Context: an optimization exercise on an open-source flow, tuned for small area, a short achievable clock period and few clock cycles per item. The choices shown serve that exercise and are no tape-out recipe.
The RTL was checked by simulation tests, not by an equivalence proof against the original design.

old:
## bitmap_shape_rasterizer_unit
module bitmap_shape_rasterizer_unit (
   input  logic       clock,
   input  logic       reset,
   input  logic       req_valid,
   output logic       req_ready,
   input  logic [2:0] req_mode,
   input  logic [4:0] req_row,
   input  logic [5:0] req_col,
   input  logic [5:0] req_size,
   input  logic [5:0] req_height,
   output logic       rsp_valid,
   input  logic       rsp_ready,
   output logic       rsp_pixel,
   output logic       rsp_is_read_data
);
Size in the first run: roughly 2300 flip-flops, ~34 I/O pins, roughly 0.10 sq mm of cells after synthesis.
clock: 9.0 ns
lec_check: 0
cap_margin: 20
core_margin: 2
core_utilization: 40
place_density: 0.6
slew_margin: 20
run.sh (not shown) runs the stock make flow with config.mk's settings and CLKGATE_MAP_FILE= SYNTH_SCRIPT=/design/flow/synth_recipe.tcl, a recipe that flattens the netlist after the stock synthesis.
Testbench counts of old, summed over its fixed seeds: cycles 63,433, items 2,400.
Input-level comparison between new and old:
--- a/flow/design.v
+++ b/flow/design.v
@@ -208,20 +208,26 @@
    assign adx  = dx[9] ? 8'(-dx) : 8'(dx);
    assign cand = (state_ff == S_ISH ? rhi_ff : rlo_ff) | (SQRT_W'(1) << bit_ff);
    always_comb begin
       case (state_ff)
          S_SQ:    mul_op = 8'(cmd_ff.size);
          S_DX:    mul_op = adx;
          default: mul_op = 8'(cand);
       endcase
    end
    assign mul_prod = mul_op * mul_op;
+   logic [SQRT_W-1:0] cand_lo;
+   logic [15:0]       mul_lo;
+   logic signed [17:0] prod_lo;
+   assign cand_lo = rlo_ff | (SQRT_W'(1) << bit_ff);
+   assign mul_lo  = 16'(cand_lo) * 16'(cand_lo);
+   assign prod_lo = signed'(18'(mul_lo));
    assign prod_s   = signed'(18'(mul_prod));
    assign ring_lo = signed'(18'(sq_ff)) - signed'(18'(cmd_ff.size));
    assign ring_hi = signed'(18'(sq_ff)) + signed'(18'(cmd_ff.size));
    assign ring_a   = tlm_ff[17] ? '0 : rlo_ff + SQRT_W'(1);
    assign ring.lo  = ring_a;
    assign ring.hi  = rhi_ff;
    assign ring.hit = !thi_ff[17] && (ring_a <= rhi_ff);
    bsr_row_mask #(.ROWS(ROWS), .COLS(COLS)) u_mask (
       .cmd     (cmd_ff),
       .row_idx (row_ff),
@@ -280,31 +286,33 @@
             end
          end
          S_SQ: begin
             sq_in    = mul_prod[11:0];
             state_in = S_DX;
          end
          S_DX: begin
             thi_in   = ring_hi - prod_s;
             tlm_in   = ring_lo - prod_s - 18'sd1;
             rhi_in   = '0;
+            rlo_in   = '0;
             bit_in   = 3'(SQRT_W - 1);
             state_in = S_ISH;
          end
          S_ISH: begin
             if (!thi_ff[17] && (prod_s <= thi_ff)) begin
                rhi_in = cand;
             end
+            if (!tlm_ff[17] && (prod_lo <= tlm_ff)) begin
+               rlo_in = cand_lo;
+            end
             if (bit_ff == 3'd0) begin
-               rlo_in   = '0;
-               bit_in   = 3'(SQRT_W - 1);
-               state_in = S_ISL;
+               state_in = S_RD;
             end else begin
                bit_in = bit_ff - 3'd1;
             end
          end
          S_ISL: begin
             if (!tlm_ff[17] && (prod_s <= tlm_ff)) begin
                rlo_in = cand;
             end
             if (bit_ff == 3'd0) begin
                state_in = S_RD;
| total global-route track usage | lower: old |. The synthesized-area fraction occupied by and/or/nand/nor cells in new was higher than what old gave. Compared new against old; clock buffer and inverter area fraction after layout within noise. The first-pass GRT wire length in new sits about 1.2% above the value recorded for old. [compare] base=old new=new: worst hold slack shows no meaningful change; fraction of the core area covered by cells at the end of the flow stayed essentially flat. On synthesized cell count: new sits above old. old -> new: post-route cell area flat. Register share of the cell area: new vs old — no meaningful difference. In terms of max-slew violation total from the final report, old and new differ only marginally. Endpoint of the most critical setup path = rlo_ff[3]: new; endpoint of the most critical setup path = thi_ff[16]: old.
Testbench counts of new, summed over its fixed seeds: cycles 44,443, items 2,400.

--- another note on this design; it stands on its own ---

==> inputs of build 49 <==
Design bitmap_shape_rasterizer_unit, start of the top module:
module bitmap_shape_rasterizer_unit (
   input  logic       clock,
   input  logic       reset,
   input  logic       req_valid,
   output logic       req_ready,
   input  logic [2:0] req_mode,
   input  logic [4:0] req_row,
   input  logic [5:0] req_col,
   input  logic [5:0] req_size,
   input  logic [5:0] req_height,
   output logic       rsp_valid,
   input  logic       rsp_ready,
   output logic       rsp_pixel,
   output logic       rsp_is_read_data
);
clock: 9.0 ns
lec_check: 0
cap_margin: 20
core_margin: 2
core_utilization: 30
min_routing_layer: met2
place_density: 0.5
setup_slack_margin: 5
slew_margin: 20
run.sh (not shown) runs the stock make flow with config.mk's settings and CLKGATE_MAP_FILE= SYNTH_SCRIPT=/design/flow/synth_recipe.tcl, a recipe that flattens the netlist after the stock synthesis.
==> trial 71: changes against build 49 <==
==> flow/flow/run.sh (new file) <==
#!/bin/bash
# The standard layout (standard.sh: ORFS synthesis to final), with two changes:
#  - the port buffers are plain buf_4 cells instead of delay buffers;
#  - the global router keeps more met1/met2 capacity free (flow/fastroute.tcl).
# make's full output goes to standard_make.log; ORFS's per-step logs stay in orfs/logs.
set -euo pipefail
export BUFFER_PORTS_ARGS="-buffer_cell sky130_fd_sc_hd__buf_4"
export FASTROUTE_TCL="$PWD/flow/fastroute.tcl"
bash standard.sh > standard_make.log 2>&1
==> flow/flow/fastroute.tcl (new file) <==
# Global routing layer capacities: keep more of met1 and met2 free for pin access, so that
# the global router moves long wires up to met3..met5.
set_global_routing_layer_adjustment met1 0.6
set_global_routing_layer_adjustment met2 0.4
set_global_routing_layer_adjustment met3 0.2
set_global_routing_layer_adjustment met4 0.2
set_global_routing_layer_adjustment met5 0.2

set_routing_layers -clock $::env(MIN_CLK_ROUTING_LAYER)-$::env(MAX_ROUTING_LAYER)
set_routing_layers -signal $::env(MIN_ROUTING_LAYER)-$::env(MAX_ROUTING_LAYER)
==> flow/standard.sh (new file) <==
#!/bin/bash
# synth_recipe.tcl (not shown) runs the flow's synth.tcl, then flattens the netlist and writes it again
# the make line also repeats each setting of config.mk as NAME=value (left out here)
make -C /OpenROAD-flow-scripts/flow DESIGN_CONFIG=/design/flow/config.mk WORK_HOME=/design/flow/orfs CLKGATE_MAP_FILE= SYNTH_SCRIPT=/design/flow/synth_recipe.tcl "${@:-finish}"
CORE_UTILIZATION = 40   (was 30)
CTS_CLUSTER_DIAMETER = 80   (was not set)
CTS_CLUSTER_SIZE = 20   (was not set)
MIN_ROUTING_LAYER = not set   (was met2)
PLACE_DENSITY = 0.6   (was 0.5)
removed: flow/run.sh
==> qor summary <==
metric                                                                           build 49                       trial 71
Last weighted congestion value of the routability-driven placer                      1.08                           1.06
DP Area                                                                       0.126 sq mm                    0.124 sq mm
Height of the chip                                                                 641 um                         556 um
Site row count                                                                        234                            202
Cells after DPL                                                                     18559                          17083
Outcome                                                            stopped before the end       finished with violations
Last stage reached                                                                5_1_grt                              -
Violated checks                                                                         -  capacitance limit, slew limit
HPWL after detailed placement                                                   427000 um                      382000 um
Worst-case clock buffer depth                                                           4                              4
Initial Utilization                                                                 0.301                          0.402
Inserted Clock Buffers                                                                314                            166
H-tree lvl count                                                                        5                              4
Fraction of synthesized cell area taken by the top area cell type                   0.433                          0.433
Worst Setup Slack post-DPL                                                        4.41 ns                        4.80 ns
Width of the die                                                                   641 um                         556 um
Post-CTS setup buffer count                                                             2                              0
Testbench counts of build 49, summed over its fixed seeds: cycles 3,268, items 2,400.
Testbench counts of trial 71, summed over its fixed seeds: cycles 3,268, items 2,400.

[afterwards: timing with drivers on the ports]
The flow's constraints put no driver on any port. The routed layouts listed below were extracted and timed again, unchanged, in two steps.
Step 1: set_driving_cell puts a clkbuf_16 on clock and a buf_2 on each other input, an assumption about the parent block.
Step 2 moves the port delays by t, midway between the first and last clock arrival at a register: inputs arrive t later, outputs are due t later. That takes back most of the time a late clock gives input paths.
Three values: ideal ports, drivers, drivers and shift; two values: the first two.
run	shift t [ns]	setup slack, ns	worst setup path at the end	worst slew at a driven data input, ns
old	0.957	0.685 / 0.685 / 0.685	register to register	0.05
new	0.962	0.797 / 0.797 / 0.797	register to register	0.07
trial 71	1.011	5.512 / 5.501 / 4.768	input to register	0.05
For trial 71, which loses most, drivers alone change the setup slack by -0.011 ns; drivers and shift together by -0.744 ns.
